Background: an optimization exercise with open tools, aiming at small area. Do not read the settings as production practice.
RTL that was checked went through simulation tests only; none was proved equivalent to the original.
The RTL of runs 2 to 5 was laid out without a check of its function.
Power figures rest on the tool's default switching activity, not on a simulated workload.

`flow/config.mk`:
```
export PLATFORM = sky130hd
export DESIGN_NAME = pci_lite_top
export DESIGN_NICKNAME = pci_lite_top
export VERILOG_FILES = /design/flow/design.v
export SDC_FILE = /design/flow/constraint.sdc
export NUM_CORES = 4
export LEC_CHECK = 0
export CAP_MARGIN = 20
export CORE_MARGIN = 2
export CORE_UTILIZATION = 40
export CTS_BUF_LIST = sky130_fd_sc_hd__clkbuf_16
export CTS_CLUSTER_DIAMETER = 100
export CTS_CLUSTER_SIZE = 30
export PLACE_DENSITY = 0.6
export SLEW_MARGIN = 20
export SYNTH_HIERARCHICAL = 1
```
`flow/constraint.sdc`:
```
create_clock -name core_clock -period 5.0 [get_ports {clk}]
set_input_delay 1.0000 -clock core_clock [delete_from_list [all_inputs] [get_ports {clk}]]
set_output_delay 1.0000 -clock core_clock [all_outputs]
set_load 0.01 [all_outputs]
```
`flow/design.v`:
```
package pci_lite_pkg;
    localparam int n_req       = 5;     
    localparam int count_width = 3;     
    localparam int mem_words   = 10;
    localparam int idx_width   = 4;     
    localparam int target_base = 10;    
    localparam int devsel_timeout = 4;
    typedef enum logic [2:0] {
        st_idle    = 3'b000,
        st_request = 3'b001,
        st_address = 3'b011,
        st_data    = 3'b010,
        st_finish  = 3'b100
    } bus_state_t;
endpackage
`timescale 1ns/1ns
module bus_arbiter (
    input  logic                           clk,
    input  logic                           arst_n,
    input  logic [pci_lite_pkg::n_req-1:0] req,
    output logic [pci_lite_pkg::n_req-1:0] gnt,
    input  logic                           bus_idle
);
    logic [pci_lite_pkg::n_req-1:0] next_gnt;
    always_comb
    begin
        next_gnt = '0;
        for (int i = 0; i < pci_lite_pkg::n_req; i++)
        begin
            if (req[i])
            begin
                next_gnt    = '0;
                next_gnt[i] = 1'b1;
            end
        end
    end
    always_ff @(posedge clk or negedge arst_n)
    begin
        if (!arst_n)
            gnt <= '0;
        else if (bus_idle)
            gnt <= next_gnt;
    end
endmodule
`timescale 1ns/1ns
module bus_initiator (
    input  logic                                 clk,
    input  logic                                 arst_n,
    input  logic                                 start,
    input  logic                                 write,
    input  logic [31:0]                          addr,
    input  logic [pci_lite_pkg::count_width-1:0] count,
    output logic                                 busy,
    output logic                                 done,
    output logic                                 abort,
    output logic                                 local_req,
    input  logic                                 local_gnt,
    output logic                                 take,        
    output logic                                 in_window,   
    output logic                                 data_phase,
    output logic                                 claim_q,     
    output logic                                 write_q
);
    pci_lite_pkg::bus_state_t             state;
    logic [pci_lite_pkg::count_width-1:0] cnt;    
    assign in_window  = (addr[31:5] == '0) &&
                        (addr[4:0] >= 5'(pci_lite_pkg::target_base)) &&
                        (addr[4:0] <  5'(pci_lite_pkg::target_base + pci_lite_pkg::mem_words));
    assign take       = start && ((state == pci_lite_pkg::st_idle) || (state == pci_lite_pkg::st_finish));
    assign data_phase = (state == pci_lite_pkg::st_data);
    always_ff @(posedge clk or negedge arst_n)
    begin
        if (!arst_n)
            state <= pci_lite_pkg::st_idle;
        else
            case (state)
                pci_lite_pkg::st_idle, pci_lite_pkg::st_finish:
                    state <= start ? pci_lite_pkg::st_request : pci_lite_pkg::st_idle;
                pci_lite_pkg::st_request:
                    if (local_gnt)
                        state <= pci_lite_pkg::st_address;
                pci_lite_pkg::st_address:
                    state <= pci_lite_pkg::st_data;
                pci_lite_pkg::st_data:
                    if (cnt == '0)
                        state <= pci_lite_pkg::st_finish;
                default:
                    state <= pci_lite_pkg::st_idle;
            endcase
    end
    always_ff @(posedge clk)
    begin
        if (take)
        begin
            write_q <= write;
            claim_q <= in_window;
            cnt     <= in_window ? count : pci_lite_pkg::count_width'(pci_lite_pkg::devsel_timeout - 1);
        end
        else if (data_phase)
            cnt <= cnt - 1'b1;
    end
    assign busy      = (state == pci_lite_pkg::st_request) || (state == pci_lite_pkg::st_address) ||
                       (state == pci_lite_pkg::st_data);
    assign done      = (state == pci_lite_pkg::st_finish);
    assign abort     = done && !claim_q;
    assign local_req = (state == pci_lite_pkg::st_request);
endmodule
`timescale 1ns/1ns
module mem_bit_next (
    input  logic we,
    input  logic nwe,
    input  logic w,
    input  logic q,
    output logic d
);
    assign d = (we | q) & (nwe | w);
endmodule
module mem_aoi222 (
    input  logic a1, a2, b1, b2, c1, c2,
    output logic y
);
    assign y = !((a1 & a2) | (b1 & b2) | (c1 & c2));
endmodule
module mem_nand2 (
    input  logic a, b,
    output logic y
);
    assign y = !(a & b);
endmodule
module mem_nand4 (
    input  logic a, b, c, d,
    output logic y
);
    assign y = !(a & b & c & d);
endmodule
module target_memory (
    input  logic                                 clk,
    input  logic                                 arst_n,
    input  logic                                 take,
    input  logic [pci_lite_pkg::idx_width-1:0]   addr_lo,    
    input  logic                                 data_phase,
    input  logic                                 claim_q,
    input  logic                                 write_q,
    input  logic [31:0]                          wdata,
    output logic                                 word_taken,
    output logic [31:0]                          rdata,
    output logic                                 rdata_valid
);
    localparam int n = pci_lite_pkg::mem_words;
    logic [31:0]                        mem [n];
    logic [31:0]                        mem_d [n];
    logic [n-1:0]                       written;    
    logic [pci_lite_pkg::idx_width-1:0] idx;        
    logic [n-1:0]                       sel;
    logic [n-1:0]                       we;
    logic [n-1:0]                       nwe;
    logic [n-1:0]                       rsel;
    logic                               step;
    assign word_taken = data_phase && claim_q && write_q;
    assign step       = data_phase && (write_q || rdata_valid);
    always_ff @(posedge clk or negedge arst_n)
    begin
        if (!arst_n)
            rdata_valid <= 1'b0;
        else
            rdata_valid <= data_phase && claim_q && !write_q;
    end
    always_ff @(posedge clk)
    begin
        if (take)
            idx <= addr_lo - pci_lite_pkg::idx_width'(pci_lite_pkg::target_base);
        else if (step)
            idx <= (idx == pci_lite_pkg::idx_width'(n - 1)) ? '0 : idx + 1'b1;
    end
    always_comb
        for (int i = 0; i < n; i++)
        begin
            sel[i]  = (idx == pci_lite_pkg::idx_width'(i));
            we[i]   = word_taken && sel[i];
            nwe[i]  = !we[i];
            rsel[i] = sel[i] && written[i];
        end
    always_ff @(posedge clk or negedge arst_n)
    begin
        if (!arst_n)
            written <= '0;
        else
            for (int i = 0; i < n; i++)
                if (we[i])
                    written[i] <= 1'b1;
    end
    for (genvar i = 0; i < n; i++)
    begin : g_word
        for (genvar b = 0; b < 32; b++)
        begin : g_bit
            mem_bit_next u_next (
                .we  (we[i]),
                .nwe (nwe[i]),
                .w   (wdata[b]),
                .q   (mem[i][b]),
                .d   (mem_d[i][b])
            );
        end
    end
    always_ff @(posedge clk)
        for (int i = 0; i < n; i++)
            mem[i] <= mem_d[i];
    for (genvar b = 0; b < 32; b++)
    begin : g_rd
        logic y0, y1, y2, y3;
        mem_aoi222 u_a0 (.a1(rsel[0]), .a2(mem[0][b]), .b1(rsel[1]), .b2(mem[1][b]), .c1(rsel[2]), .c2(mem[2][b]), .y(y0));
        mem_aoi222 u_a1 (.a1(rsel[3]), .a2(mem[3][b]), .b1(rsel[4]), .b2(mem[4][b]), .c1(rsel[5]), .c2(mem[5][b]), .y(y1));
        mem_aoi222 u_a2 (.a1(rsel[6]), .a2(mem[6][b]), .b1(rsel[7]), .b2(mem[7][b]), .c1(rsel[8]), .c2(mem[8][b]), .y(y2));
        mem_nand2  u_n9 (.a(rsel[9]), .b(mem[9][b]), .y(y3));
        mem_nand4  u_or (.a(y0), .b(y1), .c(y2), .d(y3), .y(rdata[b]));
    end
endmodule
`timescale 1ns/1ns
module pci_lite_top (
    input  logic                                 clk,
    input  logic                                 arst_n,
    input  logic                                 start,
    input  logic                                 write,
    input  logic [31:0]                          addr,
    input  logic [2:0]                           count,
    input  logic [31:0]                          wdata,
    output logic                                 word_taken,
    output logic [31:0]                          rdata,
    output logic                                 rdata_valid,
    output logic                                 busy,
    output logic                                 done,
    output logic                                 abort,
    input  logic [3:0]                           ext_req,
    output logic [3:0]                           ext_gnt
);
    logic                           local_req;
    logic [pci_lite_pkg::n_req-1:0] arb_gnt;
    logic                           take;
    logic                           in_window;
    logic                           data_phase;
    logic                           claim_q;
    logic                           write_q;
    logic                           bus_idle;
    assign ext_gnt  = arb_gnt[pci_lite_pkg::n_req-1:1];
    assign bus_idle = !busy || local_req;
    bus_arbiter u_arbiter (
        .clk      (clk),
        .arst_n   (arst_n),
        .req      ({ext_req, local_req}),
        .gnt      (arb_gnt),
        .bus_idle (bus_idle)
    );
    bus_initiator u_initiator (
        .clk        (clk),
        .arst_n     (arst_n),
        .start      (start),
        .write      (write),
        .addr       (addr),
        .count      (count),
        .busy       (busy),
        .done       (done),
        .abort      (abort),
        .local_req  (local_req),
        .local_gnt  (arb_gnt[0]),
        .take       (take),
        .in_window  (in_window),
        .data_phase (data_phase),
        .claim_q    (claim_q),
        .write_q    (write_q)
    );
    target_memory u_target (
        .clk         (clk),
        .arst_n      (arst_n),
        .take        (take),
        .addr_lo     (addr[3:0]),
        .data_phase  (data_phase),
        .claim_q     (claim_q),
        .write_q     (write_q),
        .wdata       (wdata),
        .word_taken  (word_taken),
        .rdata       (rdata),
        .rdata_valid (rdata_valid)
    );
endmodule
```
`flow/flow/run.sh`:
```
#!/bin/bash
# Standard layout, with the port buffers made as the smallest buffer cell
# and a clock tree without dummy loads.
set -euo pipefail
export BUFFER_PORTS_ARGS="-buffer_cell sky130_fd_sc_hd__buf_1"
export CTS_ARGS="-sink_clustering_enable -repair_clock_nets -buf_list sky130_fd_sc_hd__clkbuf_16 -sink_clustering_size 30 -sink_clustering_max_diameter 100 -dont_use_dummy_load -root_buf sky130_fd_sc_hd__clkbuf_4"
bash standard.sh > standard_flow.log 2>&1
```
`flow/standard.sh`:
```
#!/bin/bash
# synth_recipe.tcl (not shown) runs the flow's synth.tcl, then flattens the netlist and writes it again
# the make line also repeats each setting of config.mk as NAME=value (left out here)
make -C /OpenROAD-flow-scripts/flow DESIGN_CONFIG=/design/flow/config.mk WORK_HOME=/design/flow/orfs CLKGATE_MAP_FILE= SYNTH_SCRIPT=/design/flow/synth_recipe.tcl "${@:-finish}"
```
==> results of run 1 <==
==> metal layers <==
metal	vias up	part of all wire, %	track usage, %
met5	-	0	0
met3	30	5.4	2.19
met1	4876	45	30.6
met2	285	48	37.9
met4	0	1.0	3.93
li1	4363	-	-
==> metrics by stage <==
step           instances  total power, W  utilization, %
3_5_place_dp        1482         0.00685            44.4
4_1_cts             1497         0.00810            45.5
2_1_floorplan        958         0.00627               -
6_report            1498         0.00807            45.5
5_1_grt             1498         0.00853            45.5
3_3_place_gp        1482         0.00675            44.4
==> modules after synthesis, one instance, submodules excluded, a selection <==
module	area, µm²	copies in the design	flops+latches	cells inside
mem_nand2	3.75	32	0	1
bus_arbiter	223	1	5	20
mem_nand4	6.26	32	0	1
mem_aoi222	10.0	96	0	1
bus_initiator	470	1	8	47
pci_lite_top	6.26	1	0	1
==> sequential cells by signal, indices dropped and copies added, names as in the netlist <==
| signal | count |
|---|---|
| u_arbiter.gnt | 5 |
| u_initiator.claim_q | 1 |
| u_initiator.cnt | 3 |
| u_initiator.state | 3 |
| u_initiator.write_q | 1 |
| u_target.idx | 4 |
| u_target.mem | 320 |
| u_target.rdata_valid | 1 |
| u_target.written | 10 |
==> critical path: cells and delay by family, from the launching register on <==
kind / cells / cell delay [ns]
buffers and inverters: 1 / 0.17
DFF: 1 / 0.48
and+or+nand+nor: 4 / 1.65
AOI/OAI and AO/OA: 1 / 0.30
==> where the power goes <==
| group | switching (W) | internal (W) |
|---|---|---|
| clock network | 0.000810 | 0.000456 |
| registers | 0.000669 | 0.00412 |
| logic | 0.000777 | 0.00123 |
==> final cells by class <==
cell class | instances | area, µm² | area share, %
Multi-Input combinational cell | 582 | 4800 | 35.7
Tap cell | 390 | 488 | 3.63
Timing Repair Buffer | 137 | 598 | 4.44
Sequential cell | 348 | 7150 | 53.2
Inverter | 25 | 93.8 | 0.697
Antenna cell | 1 | 2.50 | 0.0186
Clock buffer | 15 | 323 | 2.40
==> kinds of logic (layout without fill, tap and decap cells) <==
group | after synthesis | count (layout)
multiplexers | 2 | 2
flip-flops | 348 | 348
AND/OR/NAND/NOR | 140 | 140
adder cells (fa/ha/maj) | 3 | 3
AO/OA/AOI/OAI | 435 | 435
XOR/XNOR | 2 | 2
other | 0 | 1
buffers and inverters | 28 | 177
==> cells in the final DEF, fill, tap and decap left out, types with 2 or more instances in the layout <==
| cell type | synthesis | routed |
|---|---|---|
| sky130_fd_sc_hd__and3_2 | 0 | 7 |
| sky130_fd_sc_hd__nor4_2 | 2 | 2 |
| sky130_fd_sc_hd__nor4_1 | 4 | 4 |
| sky130_fd_sc_hd__o31a_1 | 2 | 2 |
| sky130_fd_sc_hd__and3_1 | 9 | 2 |
| sky130_fd_sc_hd__o21ai_0 | 7 | 7 |
| sky130_fd_sc_hd__dfxtp_1 | 320 | 320 |
| sky130_fd_sc_hd__dfrtp_1 | 19 | 19 |
| sky130_fd_sc_hd__o22a_1 | 320 | 320 |
| sky130_fd_sc_hd__nor3b_1 | 3 | 2 |
| sky130_fd_sc_hd__and2b_1 | 3 | 3 |
| sky130_fd_sc_hd__nand3_2 | 0 | 8 |
| sky130_fd_sc_hd__nand2b_1 | 13 | 13 |
| sky130_fd_sc_hd__clkbuf_4 | 0 | 3 |
| sky130_fd_sc_hd__nor2_1 | 8 | 7 |
| sky130_fd_sc_hd__ha_1 | 3 | 3 |
| sky130_fd_sc_hd__inv_1 | 25 | 24 |
| sky130_fd_sc_hd__clkbuf_16 | 0 | 12 |
| sky130_fd_sc_hd__edfxtp_1 | 9 | 9 |
| sky130_fd_sc_hd__buf_4 | 1 | 22 |
| sky130_fd_sc_hd__nand2_1 | 44 | 44 |
| sky130_fd_sc_hd__nand4_1 | 36 | 36 |
| sky130_fd_sc_hd__a222oi_1 | 96 | 96 |
| sky130_fd_sc_hd__nor2b_1 | 2 | 2 |
| sky130_fd_sc_hd__a21oi_1 | 2 | 2 |
| sky130_fd_sc_hd__and2_1 | 2 | 2 |
| sky130_fd_sc_hd__buf_1 | 0 | 114 |
==> path summary, 6_finish.rpt <==
kind	start	to	slack [ns]	depth (start not counted)
setup / recovery	u_target.idx[2]	rdata[12]	0.74	6
hold / removal	arst_n	u_target.written[2]	0.26	1
setup reg to reg	u_initiator.state[2]	u_target.mem[0][29]	1.93	7
hold reg to reg	u_initiator.write_q	u_target.rdata_valid	0.45	1
max in group asynchronous	arst_n	u_initiator.state[2]	4.43	1
min in group core_clock	u_initiator.write_q	u_target.rdata_valid	0.45	1
==> results.rst, run 1 <==
.. list-table::
   :header-rows: 1

   * - Metric
     - Value
   * - Outcome
     - finished clean
   * - Final slew viol count
     - 0
   * - Worst-case clock buffer depth
     - 3
   * - Leading cell types by total area after synthesis
     - sky130_fd_sc_hd__dfxtp_1 53%, sky130_fd_sc_hd__o22a_1 23%, sky130_fd_sc_hd__a222oi_1 8.0%
   * - Number of antenna violations at the first check in global routing
     - 1
   * - Delay of the slowest cell on the worst path
     - 0.79 ns
   * - Gates resized, CTS repair
     - 0
   * - Number of hold-slack violations in the final timing report
     - 0
   * - Worst clock skew
     - between 0.01 and 0.015 ns
   * - Via/cell ratio
     - ~6.4
   * - Syn nets
     - 1036
   * - Number of detailed-route iterations in the first pass
     - 6
   * - Setup repair after global routing missed its margin
     - no
   * - List of most frequent post-synthesis cells
     - 320 x sky130_fd_sc_hd__dfxtp_1, 320 x sky130_fd_sc_hd__o22a_1, 96 x sky130_fd_sc_hd__a222oi_1
   * - Post-synthesis simple-gate area fraction
     - ~6.4%
   * - Part of the Yosys area used for sequential elements
     - 59.6%
   * - Type of the worst min-delay path
     - input pin to async pin
   * - Site row count
     - 63
   * - Synthesized-area fraction occupied by ao, oa, aoi and oai cells
     - roughly a third
   * - Critical path capture point type
     - output port
   * - Yosys warning count
     - 12
   * - Clock Tree Root
     - sky130_fd_sc_hd__clkbuf_4
   * - Vias in the first global route
     - about 9200
   * - Pwr/cell area
     - around 600 nW/µm²
   * - Initial Util
     - between 40 and 50%
   * - Maximum number of pins on one net before global-route repair
     - 35
   * - Startpoint class of the critical path
     - register
   * - Placed inst area
     - 13100 µm²
   * - Distinct cell type count after synthesis
     - 43
   * - Number of nets with antenna violations after detailed routing
     - 0
   * - Post-route setup slack
     - 0.739 ns
   * - Number of synthesized register bits
     - approximately 350
   * - Overall die width
     - about 180 µm
   * - Post-CTS Repair Setup Buffers
     - 0
   * - Required time of the critical path
     - 4.00 ns
   * - Iteration-0 DRC count of the detailed router
     - 1228
   * - Die Span Y
     - 177 µm
   * - Fin Hold WS
     - 0.260 ns
   * - Final nets
     - roughly 1200
   * - Vias
     - roughly 9600
   * - Static power due to leakage
     - between 4 and 5 nW
   * - Setup_tns
     - 0 ns
   * - Filler cell count
     - around 2800
   * - Combinational family with the most area after synthesis
     - compound AO/OA/AOI/OAI gates
   * - Arrival time at the worst endpoint
     - 3.26 ns
   * - GRT Total Usage
     - 22.1%
   * - Proportion of synthesized area in mux cells
     - less than 1%
   * - Post-synth EDFFs
     - 9
   * - Library cell with the largest summed area after synthesis
     - sky130_fd_sc_hd__dfxtp_1
   * - Critical path class
     - register to output port
   * - Port-buffer cells
     - around 120
   * - Synthesized area
     - between 10000 and 15000 µm²
   * - Clk latency of the worst-skew pair
     - 0.67 ns
   * - Post-detailed-route DRC marker count
     - 0
   * - Setup Slack @ Placement
     - ~1.4 ns
   * - CTS Hold Buffers Added
     - 0
   * - Slowest cell on crit path
     - sky130_fd_sc_hd__nor2_4
   * - Time the worst path needs with I/O delays and setup
     - around 4.3 ns
   * - Post-synthesis async set-or-reset flop share
     - ~5.5%
   * - Design Area, Final
     - approximately 13000 µm²
   * - Highest fanout seen on the critical path
     - 32
   * - Max capacitance violation total
     - 0
   * - Global-route wire length before repair
     - around 54000 µm
   * - Fraction of the mapped netlist area in adder cells
     - less than 1%
   * - DIE AREA
     - 31400 µm²
   * - Setup violations, final
     - 0
   * - Total number of clock tree sinks
     - roughly 350
   * - Final period util
     - a little under nine tenths
   * - Top-Level Pins
     - around 120
   * - H-tree lvl count
     - 1
   * - Fraction of final layout cells with drive strength greater than 1
     - 5.60%
   * - Final routed wire length divided by cell count
     - about 24 µm
   * - Area of the core
     - a little under 30000 µm²
   * - Maximum clock frequency
     - between 200 and 250 MHz
   * - Post-DP HPWL
     - between 20000 and 25000 µm
   * - Routability cong.
     - about 0.74
   * - CTS clk-pin slew, worst paths
     - 0.11 ns
   * - Gr ovfl total
     - 0
   * - Xor/xnor share of the synthesized area
     - less than 1%
   * - Area Overhead vs Synth
     - 12.1%
   * - Num CTS Buffers
     - 15
   * - Most frequently used flop master after synthesis
     - sky130_fd_sc_hd__dfxtp_1
   * - Routed Wire Length
     - approximately 36000 µm
   * - Peak VDD IR
     - ~0.29 mV
   * - CP Cell Sequence
     - nor2_1, nand2_1, nor2_4, a222oi_1, nand4_1, buf_1
   * - Fraction of post-synthesis cell area in the top cell type by area
     - 53.4%
   * - Gate count of the mapped netlist
     - between 900 and 1000
   * - Post-Syn Area per Cell
     - 12.5 µm²
   * - Slew of the pin with the lowest slew margin
     - 1.01 ns
   * - Slew headroom
     - about 33%
   * - TritonCTS clock tree
     - done
==> run 2: changes to the inputs <==
--- a/flow/design.v
+++ b/flow/design.v
@@ -148,11 +148,10 @@
 );
-    localparam int n = pci_lite_pkg::mem_words;
-    logic [31:0]                        mem [n];
-    logic [31:0]                        mem_d [n];
-    logic [n-1:0]                       written;    
-    logic [pci_lite_pkg::idx_width-1:0] idx;        
-    logic [n-1:0]                       sel;
-    logic [n-1:0]                       we;
-    logic [n-1:0]                       nwe;
-    logic [n-1:0]                       rsel;
+    logic [31:0]                        mem [16];
+    logic [31:0]                        mem_d [16];
+    logic [15:0]                        written;    
+    logic [3:0]                         slot;       
+    logic [15:0]                        sel;
+    logic [15:0]                        we;
+    logic [15:0]                        nwe;
+    logic [15:0]                        rsel;
     logic                               step;
@@ -170,10 +169,23 @@
         if (take)
-            idx <= addr_lo - pci_lite_pkg::idx_width'(pci_lite_pkg::target_base);
+            slot <= addr_lo;
         else if (step)
-            idx <= (idx == pci_lite_pkg::idx_width'(n - 1)) ? '0 : idx + 1'b1;
+            slot <= (slot == 4'd3) ? 4'd10 : slot + 1'b1;
     end
     always_comb
-        for (int i = 0; i < n; i++)
+    begin
+        sel = '0;
+        sel[0]  = !slot[3] && !slot[1] && !slot[0];
+        sel[1]  = !slot[3] && !slot[1] &&  slot[0];
+        sel[2]  = !slot[3] &&  slot[1] && !slot[0];
+        sel[3]  = !slot[3] &&  slot[1] &&  slot[0];
+        sel[10] =  slot[3] && !slot[2] && !slot[0];
+        sel[11] =  slot[3] && !slot[2] &&  slot[0];
+        sel[12] =  slot[2] && !slot[1] && !slot[0];
+        sel[13] =  slot[2] && !slot[1] &&  slot[0];
+        sel[14] =  slot[2] &&  slot[1] && !slot[0];
+        sel[15] =  slot[2] &&  slot[1] &&  slot[0];
+    end
+    always_comb
+        for (int i = 0; i < 16; i++)
         begin
-            sel[i]  = (idx == pci_lite_pkg::idx_width'(i));
             we[i]   = word_taken && sel[i];
@@ -185,9 +197,14 @@
         if (!arst_n)
-            written <= '0;
+        begin
+            for (int i = 0; i < 16; i++)
+                if (i < 4 || i >= 10)
+                    written[i] <= 1'b0;
+        end
         else
-            for (int i = 0; i < n; i++)
-                if (we[i])
+            for (int i = 0; i < 16; i++)
+                if ((i < 4 || i >= 10) && we[i])
                     written[i] <= 1'b1;
     end
-    for (genvar i = 0; i < n; i++)
+    for (genvar i = 0; i < 16; i++)
+    if (i < 4 || i >= 10)
     begin : g_word
@@ -205,4 +222,5 @@
     always_ff @(posedge clk)
-        for (int i = 0; i < n; i++)
-            mem[i] <= mem_d[i];
+        for (int i = 0; i < 16; i++)
+            if (i < 4 || i >= 10)
+                mem[i] <= mem_d[i];
     for (genvar b = 0; b < 32; b++)
@@ -210,6 +228,6 @@
         logic y0, y1, y2, y3;
-        mem_aoi222 u_a0 (.a1(rsel[0]), .a2(mem[0][b]), .b1(rsel[1]), .b2(mem[1][b]), .c1(rsel[2]), .c2(mem[2][b]), .y(y0));
-        mem_aoi222 u_a1 (.a1(rsel[3]), .a2(mem[3][b]), .b1(rsel[4]), .b2(mem[4][b]), .c1(rsel[5]), .c2(mem[5][b]), .y(y1));
-        mem_aoi222 u_a2 (.a1(rsel[6]), .a2(mem[6][b]), .b1(rsel[7]), .b2(mem[7][b]), .c1(rsel[8]), .c2(mem[8][b]), .y(y2));
-        mem_nand2  u_n9 (.a(rsel[9]), .b(mem[9][b]), .y(y3));
+        mem_aoi222 u_a0 (.a1(rsel[10]), .a2(mem[10][b]), .b1(rsel[11]), .b2(mem[11][b]), .c1(rsel[12]), .c2(mem[12][b]), .y(y0));
+        mem_aoi222 u_a1 (.a1(rsel[13]), .a2(mem[13][b]), .b1(rsel[14]), .b2(mem[14][b]), .c1(rsel[15]), .c2(mem[15][b]), .y(y1));
+        mem_aoi222 u_a2 (.a1(rsel[0]), .a2(mem[0][b]), .b1(rsel[1]), .b2(mem[1][b]), .c1(rsel[2]), .c2(mem[2][b]), .y(y2));
+        mem_nand2  u_n9 (.a(rsel[3]), .b(mem[3][b]), .y(y3));
         mem_nand4  u_or (.a(y0), .b(y1), .c(y2), .d(y3), .y(rdata[b]));
==> flow/flow/run.sh (replaced) <==
#!/bin/bash
# Standard layout, with the port buffers made as the smallest buffer cell.
set -euo pipefail
export BUFFER_PORTS_ARGS="-buffer_cell sky130_fd_sc_hd__buf_1"
bash standard.sh > standard_flow.log 2>&1
--- a/flow/config.mk
+++ b/flow/config.mk
@@ -7,3 +7,3 @@
 export LEC_CHECK = 0
-export CAP_MARGIN = 20
+export CAP_MARGIN = 0
 export CORE_MARGIN = 2
@@ -13,4 +13,5 @@
 export CTS_CLUSTER_SIZE = 30
+export GPL_TIMING_DRIVEN = 0
 export PLACE_DENSITY = 0.6
-export SLEW_MARGIN = 20
+export SLEW_MARGIN = 0
 export SYNTH_HIERARCHICAL = 1
==> run 2 against run 1 <==
Critical path depth rose by 2; clock power increased by 12%; non-clock buffer count up 18; power up 15%; first-iteration DRC count is 0.24% lower; routed wire length is 8.2% higher; clock skew is 0.0037 ns higher; worst hold slack better by 0.22 ns; global-route usage up 1.7 points; register-to-register slack got worse by 0.45 ns; area after synthesis grew 0.39%; worst setup slack gained 0.15 ns; critical endpoint is now rdata[31]; largest cell class unchanged; highest routed layer unchanged.
==> results.rst, run 2 <==
.. list-table::
   :header-rows: 1

   * - Metric
     - Value
   * - Outcome
     - finished clean
   * - H-tree lvl count
     - 1
   * - Pwr/cell area
     - ~660 nW/µm²
   * - Site row count
     - 63
   * - Final slew viol count
     - 0
   * - Maximum clock frequency
     - approximately 240 MHz
   * - Die Span Y
     - about 180 µm
   * - Slowest cell on crit path
     - sky130_fd_sc_hd__nor3b_2
   * - Library cell with the largest summed area after synthesis
     - sky130_fd_sc_hd__dfxtp_1
   * - Peak VDD IR
     - around 0.40 mV
   * - Post-synthesis async set-or-reset flop share
     - under 10%
   * - Slew of the pin with the lowest slew margin
     - 1.07 ns
   * - Num CTS Buffers
     - 15
   * - Largest register by flop count
     - u_target.mem
   * - Arrival time at the worst endpoint
     - ~3.1 ns
   * - Family with the most delay on the worst path
     - simple AND/OR/NAND/NOR gates
   * - Setup_tns
     - 0 ns
   * - TritonCTS clock tree
     - done
   * - CTS clk-pin slew, worst paths
     - ~0.11 ns
   * - Highest fanout seen on the critical path
     - 10
   * - Number of synthesized register bits
     - around 350
   * - Post-detailed-route DRC marker count
     - 0
   * - Delay of the slowest cell on the worst path
     - around 0.68 ns
   * - Vias in the first global route
     - around 9200
   * - Top-Level Pins
     - 116
   * - Clk latency of the worst-skew pair
     - 0.52 ns
   * - Clock Tree Root
     - sky130_fd_sc_hd__clkbuf_16
   * - Number of antenna violations at the first check in global routing
     - 0
   * - Depth of the most critical reg-to-reg path
     - 7
   * - Levels on crit path
     - 8
   * - Post-CTS Repair Setup Buffers
     - 0
   * - Final period util
     - 82.2%
   * - Final routed wire length divided by cell count
     - ~25 µm
   * - Via/cell ratio
     - about 6.5
   * - Setup repair after global routing missed its margin
     - no
   * - Total inserted antenna cells
     - 0
   * - Gate count of the mapped netlist
     - approximately 960
   * - Worst clock skew
     - about 0.016 ns
   * - Port-buffer cells
     - between 100 and 150
   * - Worst-case clock buffer depth
     - 3
   * - Max capacitance violation total
     - 0
   * - Post-DP HPWL
     - 23300 µm
   * - Overall die width
     - approximately 180 µm
   * - Largest regs
     - u_target.mem x320, u_target.written x10, u_arbiter.gnt x5
   * - CTS Hold Buffers Added
     - 0
   * - Placed inst area
     - 13700 µm²
   * - GRT Total Usage
     - a little under a quarter
   * - Number of detailed-route iterations in the first pass
     - 5
   * - Startpoint of the worst-slack reg-to-reg timing path
     - u_initiator.state[2]
   * - Critical path class
     - register to output port
   * - Routability cong.
     - 0.745
   * - Fraction of final layout cells with drive strength greater than 1
     - 8.50%
   * - CP Cell Sequence
     - nand2b_1, nor3b_2, buf_6, buf_6, buf_8, a222oi_1, nand4_1, buf_1
   * - List of most frequent post-synthesis cells
     - 320 x sky130_fd_sc_hd__dfxtp_1, 320 x sky130_fd_sc_hd__o22a_1, 96 x sky130_fd_sc_hd__a222oi_1
   * - Routed Wire Length
     - between 30000 and 40000 µm
   * - Leading cell types by total area after synthesis
     - sky130_fd_sc_hd__dfxtp_1 53%, sky130_fd_sc_hd__o22a_1 23%, sky130_fd_sc_hd__a222oi_1 8.0%
   * - Most frequently used flop master after synthesis
     - sky130_fd_sc_hd__dfxtp_1
   * - Synthesized area
     - roughly 12000 µm²
   * - Critical path capture point type
     - output port
   * - Destination of the critical timing path
     - rdata[31]
   * - Util after Layout
     - 47.7%
   * - End of the worst register-to-register path
     - u_target.mem[3][7]
   * - Syn nets
     - a little over 1000
   * - Global-route wire length before repair
     - between 50000 and 60000 µm
   * - Distinct cell type count after synthesis
     - 43
   * - Post-Syn Area per Cell
     - 12.6 µm²
   * - Post-synth EDFFs
     - 9
   * - Total number of clock tree sinks
     - 348
   * - Design Area, Final
     - about 14000 µm²
   * - Largest register FFs
     - 320
   * - Final nets
     - ~1200
   * - DIE AREA
     - between 30000 and 40000 µm²
   * - Number of hold-slack violations in the final timing report
     - 0
   * - Area Overhead vs Synth
     - 17.3%
   * - Area of the core
     - roughly 30000 µm²
   * - Cell repeated most along the worst path
     - sky130_fd_sc_hd__buf_6
   * - Yosys warning count
     - 19
   * - Number of nets with antenna violations after detailed routing
     - 0
   * - Worst setup path start
     - u_target.slot[2]
   * - Initial Util
     - about two fifths
   * - Slew headroom
     - 28.5%
   * - Type of the worst min-delay path
     - register to register
   * - Startpoint class of the critical path
     - register
   * - Flop-to-flop setup slack
     - approximately 1.5 ns
   * - Buffers & Inverters on Critical Path
     - 4
   * - Setup violations, final
     - 0
   * - Required time of the critical path
     - ~4.0 ns
   * - Maximum number of pins on one net before global-route repair
     - 33
   * - Iteration-0 DRC count of the detailed router
     - between 1000 and 1500
   * - Gates resized, CTS repair
     - 0
   * - WHS Path Cells
     - 1
   * - Fraction of post-synthesis cell area in the top cell type by area
     - a little over half
   * - Part of the Yosys area used for sequential elements
     - between 50% and 60%
   * - Static power due to leakage
     - 5.12 nW
   * - Highest-count cells in the layout ignoring fill and taps
     - 320 x sky130_fd_sc_hd__o22a_1, 320 x sky130_fd_sc_hd__dfxtp_1, 115 x sky130_fd_sc_hd__buf_1
   * - Filler cell count
     - roughly 2800
   * - Time the worst path needs with I/O delays and setup
     - slightly above 4 ns
   * - Gr ovfl total
     - 0
   * - Vias
     - between 9000 and 10000
==> run 2: Yosys stat by module, one instance, submodules excluded <==
module	copies in the design	cells	flops+latches
target_memory	1	410	335
mem_nand2	32	1	0
pci_lite_top	1	1	0
mem_nand4	32	1	0
bus_initiator	1	47	8
mem_bit_next	320	1	0
mem_aoi222	96	1	0
bus_arbiter	1	20	5
==> run 2: kinds of logic after synthesis <==
group	count (synthesis)	synth area share (%)
DFF	348	59.4
buffers and inverters	25	0.800
muxes	2	0.177
adders and majority gates	3	0.312
and+or+nand+nor	144	6.94
AOI/OAI and AO/OA	436	32.4
==> run 2: worst min path at each step <==
stage                     slack, ns                  from                   end
after detailed placement       0.44   u_target.written[0]   u_target.written[0]
after CTS                      0.48  u_target.written[10]  u_target.written[10]
final                          0.48  u_target.written[10]  u_target.written[10]
after global routing           0.50   u_target.written[1]   u_target.written[1]
after global placement         0.44  u_target.written[15]  u_target.written[15]
after floorplan                0.42  u_target.written[15]  u_target.written[15]
==> run 2: area by class of cell <==
class / instances / area, µm² / area share (%)
sequential: 348 / 7150 / 50.6
multi-input combinational: 585 / 4900 / 34.7
timing repair buffer: 152 / 1090 / 7.69
tap: 390 / 488 / 3.45
clock buffer: 15 / 375 / 2.66
inverter: 22 / 82.6 / 0.584
clock inverter: 5 / 30.0 / 0.212
buffer: 3 / 13.8 / 0.0974
==> run 2: power breakdown <==
part | total (W) | internal, W | switching, W
logic | 0.00301 | 0.00164 | 0.00137
clock network | 0.00142 | 0.000559 | 0.000856
registers | 0.00488 | 0.00419 | 0.000694
==> run 2: per-stage QoR <==
stage	worst slack, ns	total power, W	hold slack, ns	cells
finish	0.889	0.00930	0.481	1520
global route	0.791	0.00984	0.500	1520
CTS	0.930	0.00933	0.476	1520
detailed placement	1.50	0.00794	0.445	1500
global placement	-4.52	0.00762	0.439	1463
floorplan	0.211	0.00686	0.424	958
==> run 2: worst reg2reg max path, delay by kind of cell (launching register included) <==
family	cells	cell delay, ns
flops	1	0.44
simple gates	3	1.89
buf+inv	3	0.77
compound gates	1	0.32
==> run 2: routing by layer <==
layer  part of all wire (%)  track usage [%]
met1                     44             33.5
met5                      0                0
met3                    8.3             3.23
met4                    1.5             4.34
met2                     46             39.4
==> run 3: changes to the inputs <==
--- a/flow/config.mk
+++ b/flow/config.mk
@@ -7,3 +7,3 @@
 export LEC_CHECK = 0
-export CAP_MARGIN = 0
+export CAP_MARGIN = 20
 export CORE_MARGIN = 2
@@ -13,5 +13,4 @@
 export CTS_CLUSTER_SIZE = 30
-export GPL_TIMING_DRIVEN = 0
 export PLACE_DENSITY = 0.6
-export SLEW_MARGIN = 0
+export SLEW_MARGIN = 20
 export SYNTH_HIERARCHICAL = 1
==> run 3 against run 2 <==
Maximum frequency is 4.3% higher; first-iteration DRC count is 5.9% higher; clock skew is 0.0015 ns lower; core utilization is 1.6 points lower; power is 1.3% lower; global-route usage is 0.78 points lower; clock-buffer cell count stayed put; worst hold slack worse by 0.037 ns; critical path depth is 3 lower.
==> results.rst, run 3 <==
.. list-table::
   :header-rows: 1

   * - Metric
     - Value
   * - Post-Syn Area per Cell
     - roughly 13 µm²
   * - End of the worst register-to-register path
     - u_target.mem[2][1]
   * - Gr ovfl total
     - 0
   * - Port-buffer cells
     - between 100 and 150
   * - Distinct cell type count after synthesis
     - 43
   * - Flop-to-flop setup slack
     - 1.79 ns
   * - Library cell with the largest summed area after synthesis
     - sky130_fd_sc_hd__dfxtp_1
   * - Util after Layout
     - about 46%
   * - M1 WL
     - ~17000 µm
   * - Arrival time at the worst endpoint
     - a little under 3 ns
   * - CTS clk-pin slew, worst paths
     - 0.11 ns
   * - Setup repair after global routing missed its margin
     - no
   * - Top metal layer carrying routed signals
     - met4
   * - Number of antenna violations at the first check in global routing
     - 0
   * - GRT Total Usage
     - 23.0%
   * - Initial Util
     - 40.6%
   * - Delay of the slowest cell on the worst path
     - ~0.89 ns
   * - Post-CTS Repair Setup Buffers
     - 0
   * - Fraction of post-synthesis cell area in the top cell type by area
     - 53.2%
   * - Largest register by flop count
     - u_target.mem
   * - Worst clock skew
     - approximately 0.014 ns
   * - Leading cell types by total area after synthesis
     - sky130_fd_sc_hd__dfxtp_1 53%, sky130_fd_sc_hd__o22a_1 23%, sky130_fd_sc_hd__a222oi_1 8.0%
   * - Slowest cell on crit path
     - sky130_fd_sc_hd__nor2_4
   * - Startpoint class of the critical path
     - register
   * - Number of synthesized register bits
     - ~350
   * - Overall die width
     - ~180 µm
   * - Design Power
     - between 0.009 and 0.01 W
   * - Pwr/cell area
     - between 600 and 700 nW/µm²
   * - Final period util
     - between 70 and 80%
   * - Met2 routed wirelength
     - about 17000 µm
   * - Final slew viol count
     - 0
   * - Site row count
     - 63
   * - Clk latency of the worst-skew pair
     - around 0.5 ns
   * - Final routed wire length divided by cell count
     - ~25 µm
   * - Clock Tree Root
     - sky130_fd_sc_hd__clkbuf_16
   * - Outcome
     - finished clean
   * - Total inserted antenna cells
     - 0
   * - Post-DP HPWL
     - about 21000 µm
   * - Setup violations, final
     - 0
   * - Syn nets
     - between 1000 and 1500
   * - Fraction of final layout cells with drive strength greater than 1
     - 6.71%
   * - Num CTS Buffers
     - 15
   * - Static power due to leakage
     - approximately 4.9 nW
   * - Part of the Yosys area used for sequential elements
     - between 50% and 60%
   * - Time the worst path needs with I/O delays and setup
     - about 3.9 ns
   * - Slew of the pin with the lowest slew margin
     - 1.07 ns
   * - Vias
     - roughly 9800
   * - Most frequently used flop master after synthesis
     - sky130_fd_sc_hd__dfxtp_1
   * - Worst setup path start
     - u_target.slot[1]
   * - Highest fanout seen on the critical path
     - 32
   * - Gate count of the mapped netlist
     - 958
   * - Routed Wire Length
     - around 37000 µm
   * - Vias in the first global route
     - 9514
   * - CP Cell Sequence
     - nand2b_1, nor2_4, a222oi_1, nand4_1, buf_1
   * - TritonCTS clock tree
     - done
   * - Synthesized area
     - between 10000 and 15000 µm²
   * - Largest regs
     - u_target.mem x320, u_target.written x10, u_arbiter.gnt x5
   * - Metal3 WL
     - roughly 2400 µm
   * - Routability cong.
     - 0.777
   * - Iteration-0 DRC count of the detailed router
     - 1297
   * - Area of the core
     - around 30000 µm²
   * - Yosys warning count
     - 19
   * - Final nets
     - 1193
   * - Top-Level Pins
     - roughly 120
   * - Max capacitance violation total
     - 0
   * - Post-synth EDFFs
     - 9
   * - Number of hold-slack violations in the final timing report
     - 0
   * - Critical path class
     - register to output port
   * - Setup_tns
     - 0 ns
   * - Maximum clock frequency
     - around 250 MHz
   * - Area Overhead vs Synth
     - 13.5%
   * - Number of detailed-route iterations in the first pass
     - 8
   * - Destination of the critical timing path
     - rdata[19]
   * - Critical path capture point type
     - output port
   * - DIE AREA
     - 31500 µm²
   * - H-tree lvl count
     - 1
   * - Die Span Y
     - approximately 180 µm
   * - Filler cell count
     - between 2000 and 3000
   * - List of most frequent post-synthesis cells
     - 320 x sky130_fd_sc_hd__dfxtp_1, 320 x sky130_fd_sc_hd__o22a_1, 96 x sky130_fd_sc_hd__a222oi_1
   * - Total number of clock tree sinks
     - 348
   * - Type of the worst min-delay path
     - input pin to async pin
   * - Number of nets with antenna violations after detailed routing
     - 0
   * - Peak VDD IR
     - around 0.38 mV
   * - Gates resized, CTS repair
     - 0
   * - Via/cell ratio
     - approximately 6.5
   * - Largest register FFs
     - 320
   * - Startpoint of the worst-slack reg-to-reg timing path
     - u_initiator.state[2]
   * - Slew headroom
     - between 20% and 30%
   * - Worst-case clock buffer depth
     - 3
   * - Depth of the most critical reg-to-reg path
     - 7
   * - Post-synthesis async set-or-reset flop share
     - 5.46%
   * - Highest-count cells in the layout ignoring fill and taps
     - 320 x sky130_fd_sc_hd__o22a_1, 320 x sky130_fd_sc_hd__dfxtp_1, 114 x sky130_fd_sc_hd__buf_1
   * - Post-detailed-route DRC marker count
     - 0
   * - Required time of the critical path
     - 4.00 ns
   * - Global-route wire length before repair
     - around 56000 µm
   * - CTS Hold Buffers Added
     - 0
   * - Maximum number of pins on one net before global-route repair
     - 35
[run 3: worst min path at each step]
| stage | startpoint | endpoint | slack, ns | cells after the start |
|---|---|---|---|---|
| 6_report | arst_n | u_arbiter.gnt[3] | 0.44 | 1 |
| 4_1_cts | u_target.written[2] | u_target.written[2] | 0.47 | 1 |
| 2_1_floorplan | u_target.written[15] | u_target.written[15] | 0.42 | 1 |
| 3_5_place_dp | u_target.written[12] | u_target.written[12] | 0.45 | 1 |
| 3_3_place_gp | u_target.written[14] | u_target.written[14] | 0.45 | 1 |
| 5_1_grt | arst_n | u_arbiter.gnt[3] | 0.47 | 1 |
[run 3: metrics by stage]
stage               hold slack (ns)  std cells  cell area [µm²]  setup slack, ns
floorplan                     0.424        958            12000            0.211
global placement              0.449       1488            13300             1.74
detailed placement            0.445       1488            13300             1.65
CTS                           0.474       1507            13700             1.09
global route                  0.472       1507            13700            0.854
finish                        0.444       1507            13700             1.06
[run 3: area by class of cell]
class	instances	area [µm²]	area share [%]
Timing Repair Buffer	143	643	4.71
Clock buffer	15	375	2.75
Sequential cell	348	7150	52.3
Multi-Input combinational cell	585	4900	35.9
Tap cell	390	488	3.57
Inverter	22	82.6	0.604
Clock inverter	4	23.8	0.174
[run 3: kinds of logic after synthesis]
logic type | Yosys count | synth area share, %
buffers and inverters | 25 | 0.800
multiplexers | 2 | 0.177
AO/OA/AOI/OAI | 436 | 32.4
flip-flops | 348 | 59.4
adder cells (fa/ha/maj) | 3 | 0.312
AND/OR/NAND/NOR | 144 | 6.94
[run 3: worst max-delay path: cells and delay by family, from the launching register on]
kind	cells	cell delay (ns)
DFF	1	0.52
buffers and inverters	1	0.18
and+or+nand+nor	3	1.45
AOI/OAI and AO/OA	1	0.29
[run 3: where the power goes]
| part | switching, W | internal [W] |
|---|---|---|
| Sequential | 0.000739 | 0.00419 |
| Clock | 0.000848 | 0.000556 |
| Combinational | 0.00130 | 0.00154 |
[run 3: per-layer routing]
| layer | global-route usage [%] | up-vias |
|---|---|---|
| met5 | 0 | - |
| met4 | 5.87 | 0 |
| met3 | 2.83 | 50 |
| met2 | 38.4 | 376 |
| met1 | 31.7 | 4962 |
| li1 | - | 4376 |
[run 3: modules after synthesis (local to each module, per instance)]
module         copies in the design  flops+latches  cells
pci_lite_top                      1              0      1
mem_bit_next                    320              0      1
bus_initiator                     1              8     47
target_memory                     1            335    410
bus_arbiter                       1              5     20
mem_nand4                        32              0      1
mem_aoi222                       96              0      1
mem_nand2                        32              0      1
==> run 4: changes to the inputs <==
==> flow/flow/run.sh (replaced) <==
#!/bin/bash
# Standard layout, with the port buffers made as the smallest buffer cell
# and a clock tree without dummy loads.
set -euo pipefail
export BUFFER_PORTS_ARGS="-buffer_cell sky130_fd_sc_hd__buf_1"
export CTS_ARGS="-sink_clustering_enable -repair_clock_nets -buf_list sky130_fd_sc_hd__clkbuf_16 -sink_clustering_size 30 -sink_clustering_max_diameter 100 -dont_use_dummy_load -root_buf sky130_fd_sc_hd__clkbuf_4"
bash standard.sh > standard_flow.log 2>&1
==> run 4 against run 3 <==
Cell area fell by 0.54%; clock skew rose by 0.013 ns; die area did not move; power fell by 1.5%; clock power fell by about 10%; largest cell class unchanged; sequential share of layout area rose by 0.28 points; still clean on timing, DRC and antenna; worst hold slack got worse by 0.17 ns; sequential power barely moved; combinational power barely moved; register-to-register slack got worse by 0.04 ns; highest routed layer unchanged; via count fell by 0.23%.
==> results.rst, run 4 <==
.. list-table::
   :header-rows: 1

   * - Metric
     - Value
   * - Post-DP HPWL
     - 21100 µm
   * - Setup_tns
     - 0 ns
   * - Post-synthesis async set-or-reset flop share
     - 5.46%
   * - CTS clk-pin slew, worst paths
     - about 0.11 ns
   * - Power Internal
     - around 0.0062 W
   * - Gates resized, CTS repair
     - 0
   * - Site row count
     - between 60 and 70
   * - Depth of the most critical reg-to-reg path
     - 7
   * - Worst clock skew
     - approximately 0.027 ns
   * - Clk latency of the worst-skew pair
     - between 0.6 and 0.7 ns
   * - Met2 routed wirelength
     - about 17000 µm
   * - Fraction of final layout cells with drive strength greater than 1
     - 6.56%
   * - Max capacitance violation total
     - 0
   * - Design Area, Final
     - between 10000 and 15000 µm²
   * - Outcome
     - finished clean
   * - Setup Slack @ Placement
     - ~1.6 ns
   * - Most frequently used flop master after synthesis
     - sky130_fd_sc_hd__dfxtp_1
   * - Highest-count cells in the layout ignoring fill and taps
     - 320 x sky130_fd_sc_hd__o22a_1, 320 x sky130_fd_sc_hd__dfxtp_1, 114 x sky130_fd_sc_hd__buf_1
   * - TritonCTS clock tree
     - done
   * - Maximum clock frequency
     - approximately 240 MHz
   * - Maximum number of pins on one net before global-route repair
     - 35
   * - Yosys warning count
     - 19
   * - Required time of the critical path
     - approximately 4 ns
   * - Via/cell ratio
     - ~6.5
   * - Setup violations, final
     - 0
   * - Vias in the first global route
     - approximately 9500
   * - Initial Util
     - about two fifths
   * - Overall die width
     - 178 µm
   * - Gate count of the mapped netlist
     - roughly 960
   * - Part of the Yosys area used for sequential elements
     - between 50 and 60%
   * - Final period util
     - 82.2%
   * - Number of hold-slack violations in the final timing report
     - 0
   * - Setup repair after global routing missed its margin
     - no
   * - M1 WL
     - around 16000 µm
   * - Post-route setup slack
     - 0.892 ns
   * - Final routed wire length divided by cell count
     - between 20 and 25 µm
   * - Distinct cell type count after synthesis
     - 43
   * - Slew of the pin with the lowest slew margin
     - approximately 1.1 ns
   * - Fin Hold WS
     - 0.273 ns
   * - Synthesized area
     - ~12000 µm²
   * - Routability cong.
     - between 0.7 and 0.8
   * - Startpoint class of the critical path
     - register
   * - Gr ovfl total
     - 0
   * - List of most frequent post-synthesis cells
     - 320 x sky130_fd_sc_hd__dfxtp_1, 320 x sky130_fd_sc_hd__o22a_1, 96 x sky130_fd_sc_hd__a222oi_1
   * - Number of detailed-route iterations in the first pass
     - 7
   * - Die Span Y
     - around 180 µm
   * - Critical path capture point type
     - output port
   * - Vias
     - 9742
   * - Top metal layer carrying routed signals
     - met4
   * - Largest register FFs
     - 320
   * - Routed Wire Length
     - around 37000 µm
   * - Time the worst path needs with I/O delays and setup
     - between 4 and 5 ns
   * - Leading cell types by total area after synthesis
     - sky130_fd_sc_hd__dfxtp_1 53%, sky130_fd_sc_hd__o22a_1 23%, sky130_fd_sc_hd__a222oi_1 8.0%
   * - Largest register by flop count
     - u_target.mem
   * - Arrival time at the worst endpoint
     - approximately 3.1 ns
   * - Clock Tree Root
     - sky130_fd_sc_hd__clkbuf_4
   * - Top-Level Pins
     - between 100 and 150
   * - Peak VDD IR
     - between 0.3 and 0.4 mV
   * - CTS Hold Buffers Added
     - 0
   * - Area Overhead vs Synth
     - 12.8%
   * - Clock network fraction of total power
     - between 10 and 15%
   * - GRT Total Usage
     - a little under a quarter
   * - Library cell with the largest summed area after synthesis
     - sky130_fd_sc_hd__dfxtp_1
   * - Post-CTS Repair Setup Buffers
     - 0
   * - Post-synth EDFFs
     - 9
   * - Final slew viol count
     - 0
   * - Comb power frac
     - 31.5%
   * - Highest fanout seen on the critical path
     - 32
   * - Sw Ratio
     - about a third
   * - Critical path class
     - register to output port
   * - Type of the worst min-delay path
     - input pin to async pin
   * - H-tree lvl count
     - 1
   * - Fraction of post-synthesis cell area in the top cell type by area
     - 53.2%
   * - Placed inst area
     - approximately 13000 µm²
   * - Slew headroom
     - between 20% and 30%
   * - Iteration-0 DRC count of the detailed router
     - around 1200
   * - Switch Pwr
     - approximately 0.0028 W
   * - Number of antenna violations at the first check in global routing
     - 1
   * - Area of the core
     - slightly below 30000 µm²
   * - Global-route wire length before repair
     - 56100 µm
   * - Pwr/cell area
     - about 660 nW/µm²
   * - Static power due to leakage
     - around 5 nW
   * - Number of nets with antenna violations after detailed routing
     - 0
   * - Post-Syn Area per Cell
     - 12.6 µm²
   * - Worst-case clock buffer depth
     - 3
   * - Port-buffer cells
     - 115
   * - Metal3 WL
     - approximately 2400 µm
   * - Total number of clock tree sinks
     - between 300 and 400
   * - Final nets
     - approximately 1200
   * - Sequential power share
     - between 50% and 60%
   * - Syn nets
     - 1036
   * - Post-detailed-route DRC marker count
     - 0
   * - Largest regs
     - u_target.mem x320, u_target.written x10, u_arbiter.gnt x5
   * - Num CTS Buffers
     - 15
   * - DIE AREA
     - 31500 µm²
   * - Number of synthesized register bits
     - 348
run 4: cell counts after synthesis:
No cell type changed its count.
run 4: kinds of logic (layout without fill, tap and decap cells):
kind of cell    count (synthesis)  in the layout  synth area share, %
compound gates                436            436                 32.4
fa+ha+maj                       3              3                0.312
buf+inv                        25            180                0.800
flops                         348            348                 59.4
mux                             2              2                0.177
other cells                     0              1                    0
simple gates                  144            144                 6.94
run 4: through the flow:
step                util, %  total power, W  instances
global route           45.9         0.00958       1504
finish                 45.9         0.00904       1504
floorplan                 -         0.00686        958
global placement       44.8         0.00773       1488
detailed placement     44.8         0.00782       1488
CTS                    45.9         0.00906       1503
run 4: routing by layer:
metal | vias up | track usage, %
li1 | 4379 | -
met1 | 4919 | 31.5
met2 | 386 | 38.4
met3 | 58 | 2.61
met4 | 0 | 6.11
met5 | - | 0
run 4: final cells by class:
| class | count | area (µm²) |
|---|---|---|
| Timing Repair Buffer | 143 | 643 |
| Clock buffer | 15 | 323 |
| Tap cell | 390 | 488 |
| Inverter | 22 | 82.6 |
| Sequential cell | 348 | 7150 |
| Fill cell | 2871 | 16000 |
| Multi-Input combinational cell | 585 | 4900 |
| Antenna cell | 1 | 2.50 |
run 4: worst max-delay path: stages (launching register included):
cell	delay, ns
sky130_fd_sc_hd__edfxtp_1	0.75
sky130_fd_sc_hd__and3_4	0.31
sky130_fd_sc_hd__and2_2	0.77
sky130_fd_sc_hd__a222oi_1	0.22
sky130_fd_sc_hd__nand4_1	0.21
sky130_fd_sc_hd__buf_1	0.18
run 4: modules after synthesis, one instance, submodules excluded:
| module | flops+latches | cells | times used |
|---|---|---|---|
| mem_bit_next | 0 | 1 | 320 |
| pci_lite_top | 0 | 1 | 1 |
| bus_initiator | 8 | 47 | 1 |
| mem_nand4 | 0 | 1 | 32 |
| bus_arbiter | 5 | 20 | 1 |
| mem_aoi222 | 0 | 1 | 96 |
| mem_nand2 | 0 | 1 | 32 |
| target_memory | 335 | 410 | 1 |
run 4: final timing paths:
path                                            from              endpoint  slack [ns]
worst max-delay path                u_target.slot[0]             rdata[19]        0.89
max in group asynchronous                     arst_n   u_target.written[0]        4.35
min in group core_clock         u_target.written[15]  u_target.written[15]        0.47
worst min-delay path                          arst_n      u_arbiter.gnt[3]        0.27
worst max register to register  u_initiator.state[2]    u_target.mem[2][1]        1.75
worst min register to register  u_target.written[15]  u_target.written[15]        0.47
run 4: power groups by stage:
stage	combinational, W	clock, W	sequential (W)
detailed placement	0.00284	0	0.00498
finish	0.00284	0.00126	0.00493
global placement	0.00277	0	0.00496
CTS	0.00285	0.00131	0.00491
floorplan	0.00209	0	0.00477
global route	0.00310	0.00139	0.00509
==> run 5: changes to the inputs <==
--- a/flow/design.v
+++ b/flow/design.v
@@ -135,2 +135,14 @@
 endmodule
+module mem_word_ctl (
+    input  logic wt,         
+    input  logic l1, l2, l3,
+    input  logic written,
+    output logic we,
+    output logic nwe,
+    output logic rsel
+);
+    assign nwe  = !(wt & l1 & l2 & l3);
+    assign we   = !nwe;
+    assign rsel = l1 & l2 & l3 & written;
+endmodule
 module target_memory (
@@ -152,3 +164,2 @@
     logic [3:0]                         slot;       
-    logic [15:0]                        sel;
     logic [15:0]                        we;
@@ -173,23 +184,15 @@
     end
-    always_comb
-    begin
-        sel = '0;
-        sel[0]  = !slot[3] && !slot[1] && !slot[0];
-        sel[1]  = !slot[3] && !slot[1] &&  slot[0];
-        sel[2]  = !slot[3] &&  slot[1] && !slot[0];
-        sel[3]  = !slot[3] &&  slot[1] &&  slot[0];
-        sel[10] =  slot[3] && !slot[2] && !slot[0];
-        sel[11] =  slot[3] && !slot[2] &&  slot[0];
-        sel[12] =  slot[2] && !slot[1] && !slot[0];
-        sel[13] =  slot[2] && !slot[1] &&  slot[0];
-        sel[14] =  slot[2] &&  slot[1] && !slot[0];
-        sel[15] =  slot[2] &&  slot[1] &&  slot[0];
-    end
-    always_comb
-        for (int i = 0; i < 16; i++)
-        begin
-            we[i]   = word_taken && sel[i];
-            nwe[i]  = !we[i];
-            rsel[i] = sel[i] && written[i];
-        end
+    logic [3:0] p, n;
+    assign p = slot;
+    assign n = ~slot;
+    mem_word_ctl u_ctl0  (.wt(word_taken), .l1(n[3]), .l2(n[1]), .l3(n[0]), .written(written[0]),  .we(we[0]),  .nwe(nwe[0]),  .rsel(rsel[0]));
+    mem_word_ctl u_ctl1  (.wt(word_taken), .l1(n[3]), .l2(n[1]), .l3(p[0]), .written(written[1]),  .we(we[1]),  .nwe(nwe[1]),  .rsel(rsel[1]));
+    mem_word_ctl u_ctl2  (.wt(word_taken), .l1(n[3]), .l2(p[1]), .l3(n[0]), .written(written[2]),  .we(we[2]),  .nwe(nwe[2]),  .rsel(rsel[2]));
+    mem_word_ctl u_ctl3  (.wt(word_taken), .l1(n[3]), .l2(p[1]), .l3(p[0]), .written(written[3]),  .we(we[3]),  .nwe(nwe[3]),  .rsel(rsel[3]));
+    mem_word_ctl u_ctl10 (.wt(word_taken), .l1(p[3]), .l2(n[2]), .l3(n[0]), .written(written[10]), .we(we[10]), .nwe(nwe[10]), .rsel(rsel[10]));
+    mem_word_ctl u_ctl11 (.wt(word_taken), .l1(p[3]), .l2(n[2]), .l3(p[0]), .written(written[11]), .we(we[11]), .nwe(nwe[11]), .rsel(rsel[11]));
+    mem_word_ctl u_ctl12 (.wt(word_taken), .l1(p[2]), .l2(n[1]), .l3(n[0]), .written(written[12]), .we(we[12]), .nwe(nwe[12]), .rsel(rsel[12]));
+    mem_word_ctl u_ctl13 (.wt(word_taken), .l1(p[2]), .l2(n[1]), .l3(p[0]), .written(written[13]), .we(we[13]), .nwe(nwe[13]), .rsel(rsel[13]));
+    mem_word_ctl u_ctl14 (.wt(word_taken), .l1(p[2]), .l2(p[1]), .l3(n[0]), .written(written[14]), .we(we[14]), .nwe(nwe[14]), .rsel(rsel[14]));
+    mem_word_ctl u_ctl15 (.wt(word_taken), .l1(p[2]), .l2(p[1]), .l3(p[0]), .written(written[15]), .we(we[15]), .nwe(nwe[15]), .rsel(rsel[15]));
     always_ff @(posedge clk or negedge arst_n)
==> run 5 against run 4 <==
Area after synthesis down 0.18%; final cell count shrank 1.6%; routed wire length up 1.8%; clock power is essentially flat; flip-flop and latch count unchanged; combinational power decreased by 3%; maximum frequency is 5.4% lower; clock-buffer cell count is the same; worst hold slack worse by 0.020 ns; worst setup slack worse by 0.23 ns; synthesized cell count shrank 0.94%; sequential power about the same; critical path type unchanged.
==> results.rst, run 5 <==
.. list-table::
   :header-rows: 1

   * - Metric
     - Value
   * - Buffers & Inverters on Critical Path
     - 2
   * - Fraction of final layout cells with drive strength greater than 1
     - 5.70%
   * - Routed Wire Length
     - 37400 µm
   * - Maximum number of pins on one net before global-route repair
     - 34
   * - Slew of the pin with the lowest slew margin
     - 1.09 ns
   * - Global-route wire length before repair
     - ~56000 µm
   * - Post-route setup slack
     - between 0.6 and 0.7 ns
   * - Leading cell types by total area after synthesis
     - sky130_fd_sc_hd__dfxtp_1 53%, sky130_fd_sc_hd__o22a_1 23%, sky130_fd_sc_hd__a222oi_1 8.0%
   * - Arrival time at the worst endpoint
     - 3.34 ns
   * - Fraction of post-synthesis cell area in the top cell type by area
     - a little over half
   * - Sequential power share
     - 54.9%
   * - Post-synth EDFFs
     - 9
   * - Largest register FFs
     - 320
   * - Clock Tree Root
     - sky130_fd_sc_hd__clkbuf_4
   * - Switch Pwr
     - about 0.0028 W
   * - Pwr/cell area
     - between 600 and 700 nW/µm²
   * - Total number of clock tree sinks
     - around 350
   * - CP Cell Sequence
     - inv_1, and4_2, a222oi_1, nand4_1, buf_1
   * - Part of the Yosys area used for sequential elements
     - 59.5%
   * - Levels on crit path
     - 5
   * - GRT Total Usage
     - 23.2%
   * - Time the worst path needs with I/O delays and setup
     - 4.34 ns
   * - Site row count
     - 63
   * - Number of antenna violations at the first check in global routing
     - 3
   * - Number of hold-slack violations in the final timing report
     - 0
   * - Delay of the slowest cell on the worst path
     - 1.01 ns
   * - Die Span Y
     - between 150 and 200 µm
   * - Number of nets with antenna violations after detailed routing
     - 0
   * - Highest fanout seen on the critical path
     - 32
   * - Post-detailed-route DRC marker count
     - 0
   * - Non-filler cells in the finished layout
     - 1480
   * - Critical path class
     - register to output port
   * - Number of detailed-route iterations in the first pass
     - 6
   * - Setup violations, final
     - 0
   * - Maximum clock frequency
     - around 230 MHz
   * - Placed cell count
     - ~1500
   * - Final period util
     - 86.8%
   * - Depth of the most critical reg-to-reg path
     - 5
   * - Filler cell count
     - approximately 2800
   * - Max capacitance violation total
     - 0
   * - Area of the core
     - 29600 µm²
   * - Critical path capture point type
     - output port
   * - Final slew viol count
     - 0
   * - Number of synthesized register bits
     - about 350
   * - Synthesized area
     - between 10000 and 15000 µm²
   * - Initial Util
     - around two fifths
   * - Power Internal
     - between 0.006 and 0.007 W
   * - Post-DP HPWL
     - about 20000 µm
   * - DIE AREA
     - between 30000 and 40000 µm²
   * - Area Overhead vs Synth
     - 11.2%
   * - Clk latency of the worst-skew pair
     - 0.70 ns
   * - Family with the most delay on the worst path
     - simple AND/OR/NAND/NOR gates
   * - Overall die width
     - ~180 µm
   * - Sw Ratio
     - roughly 31%
   * - Peak VDD IR
     - 0.235 mV
   * - CTS clk-pin slew, worst paths
     - between 0.1 and 0.15 ns
   * - Num CTS Buffers
     - 15
   * - Required time of the critical path
     - about 4.0 ns
   * - Post-CTS Repair Setup Buffers
     - 0
   * - Vias in the first global route
     - ~9400
   * - Type of the worst min-delay path
     - input pin to async pin
   * - Gate count of the mapped netlist
     - roughly 950
   * - H-tree lvl count
     - 1
   * - Gates resized, CTS repair
     - 0
   * - Iteration-0 DRC count of the detailed router
     - 1277
   * - Largest register by flop count
     - u_target.mem
   * - Startpoint class of the critical path
     - register
   * - Syn nets
     - slightly above 1000
   * - Outcome
     - finished clean
   * - Vias
     - ~10000
   * - Comb power frac
     - slightly above 30%
   * - Post-Syn Area per Cell
     - around 13 µm²
   * - Via/cell ratio
     - between 6 and 7
   * - Largest regs
     - u_target.mem x320, u_target.written x10, u_arbiter.gnt x5
   * - Most frequently used flop master after synthesis
     - sky130_fd_sc_hd__dfxtp_1
   * - Port-buffer cells
     - between 100 and 150
   * - Slew headroom
     - between 20% and 30%
   * - Top-Level Pins
     - about 120
   * - Setup Slack @ Placement
     - 1.47 ns
   * - List of most frequent post-synthesis cells
     - 320 x sky130_fd_sc_hd__dfxtp_1, 320 x sky130_fd_sc_hd__o22a_1, 96 x sky130_fd_sc_hd__a222oi_1
   * - Distinct cell type count after synthesis
     - 37
   * - Worst-case clock buffer depth
     - 3
   * - Highest-count cells in the layout ignoring fill and taps
     - 320 x sky130_fd_sc_hd__o22a_1, 320 x sky130_fd_sc_hd__dfxtp_1, 114 x sky130_fd_sc_hd__buf_1
   * - Slowest cell on crit path
     - sky130_fd_sc_hd__and4_2
   * - Final nets
     - 1168
   * - Final routed wire length divided by cell count
     - between 20 and 30 µm
   * - Design Power
     - between 0.008 and 0.009 W
   * - Util after Layout
     - between 40% and 50%
   * - TritonCTS clock tree
     - done
   * - Clock network fraction of total power
     - 14.3%
   * - Static power due to leakage
     - 4.75 nW
   * - Library cell with the largest summed area after synthesis
     - sky130_fd_sc_hd__dfxtp_1
   * - Gr ovfl total
     - 0
   * - Post-synthesis async set-or-reset flop share
     - under 10%
   * - Setup repair after global routing missed its margin
     - no
   * - Routability cong.
     - about 0.73
   * - Setup_tns
     - 0 ns
   * - Worst clock skew
     - ~0.023 ns
   * - Yosys warning count
     - 19
   * - CTS Hold Buffers Added
     - 0
==> run 5: logic make-up after synthesis <==
group	count (synthesis)	synth area share, %
AOI/OAI and AO/OA	435	32.4
DFF	348	59.5
and+or+nand+nor	146	7.21
buffers and inverters	16	0.510
adders and majority gates	3	0.312
muxes	1	0.0936
==> run 5: final timing paths <==
check,start,to,slack [ns]
max,u_target.slot[0],rdata[11],0.66
min,arst_n,u_arbiter.gnt[4],0.25
max reg2reg,u_initiator.state[2],u_target.mem[3][5],1.76
min reg2reg,u_initiator.write_q,u_target.rdata_valid,0.46
max in group asynchronous,arst_n,u_target.written[10],4.41
min in group core_clock,u_initiator.write_q,u_target.rdata_valid,0.46
==> run 5: per-stage QoR <==
step,hold slack (ns),instance area (µm²)
after floorplan,0.411,12000
after global placement,0.428,13000
after detailed placement,0.447,13000
after CTS,0.462,13400
after global routing,0.263,13400
final,0.253,13400
==> run 5: Yosys stat by module (local to each module, per instance) <==
module,flops+latches,times used
pci_lite_top,0,1
target_memory,335,1
mem_bit_next,0,320
bus_arbiter,5,1
mem_nand2,0,32
bus_initiator,8,1
mem_word_ctl,0,10
mem_nand4,0,32
mem_aoi222,0,96
==> run 5: final cells by class <==
type / count / area, µm² / area share (%)
flip-flops and latches: 348 / 7150 / 53.5
multi-input cells: 585 / 4840 / 36.2
repair buffers: 126 / 515 / 3.85
well taps: 390 / 488 / 3.65
clock buffers: 15 / 323 / 2.41
inverters: 14 / 52.6 / 0.393
diodes: 2 / 5.00 / 0.0374
==> run 5: layer usage <==
| metal | vias to the layer above | global-route usage (%) | part of all wire, % |
|---|---|---|---|
| met1 | 4954 | 31.8 | 45 |
| met3 | 67 | 3.81 | 7.2 |
| met5 | - | 0 | 0.032 |
| met2 | 377 | 37.5 | 45 |
| li1 | 4372 | - | - |
| met4 | 2 | 7.17 | 2.7 |
==> run 5: power by group through the flow <==
stage               Clock (W)  Sequential, W  Combinational, W
finish                0.00128        0.00493           0.00276
global route          0.00140        0.00509           0.00302
CTS                   0.00132        0.00491           0.00276
detailed placement          0        0.00498           0.00276
global placement            0        0.00494           0.00267
floorplan                   0        0.00479           0.00206
==> run 5: worst reg2reg max path, stage by stage (launching register included) <==
cell and delay, ns:
sky130_fd_sc_hd__dfrtp_1 0.45, sky130_fd_sc_hd__nor3b_1 0.44, sky130_fd_sc_hd__and3_1 0.64, sky130_fd_sc_hd__nand4_1 0.84
sky130_fd_sc_hd__buf_4 0.56, sky130_fd_sc_hd__o22a_1 0.23

-- afterwards: timing with drivers on the ports --
The flow's constraints put no driver on any port. The routed layouts listed below were extracted and timed again, unchanged, in two steps.
Step 1 assumes that a clkbuf_16 drives the clock port and a buf_2 every other input.
Step 2 also shifts input and output timing later by t, the mid clock arrival at the registers, as if the neighbouring blocks saw the same clock.
a / b / c = no drivers / after step 1 / after step 2; a / b = the first two.
run	t (ns)	setup slack, ns	worst setup path after step 2	slew at the worst register clock pin (ns)	cell pins on the clock port's net
run 1	0.706	0.739 / 0.697 / 1.402	register to output	0.11 / 0.11	1
run 2	0.559	0.889 / 0.839 / 1.398	register to output	0.12 / 0.12	1
run 3	0.546	1.057 / 1.009 / 1.555	register to output	0.11 / 0.11	1
run 4	0.702	0.892 / 0.848 / 1.550	register to output	0.11 / 0.11	1
run 5	0.738	0.659 / 0.610 / 1.348	register to output	0.11 / 0.11	1
After both steps setup and hold are still met in every run listed.
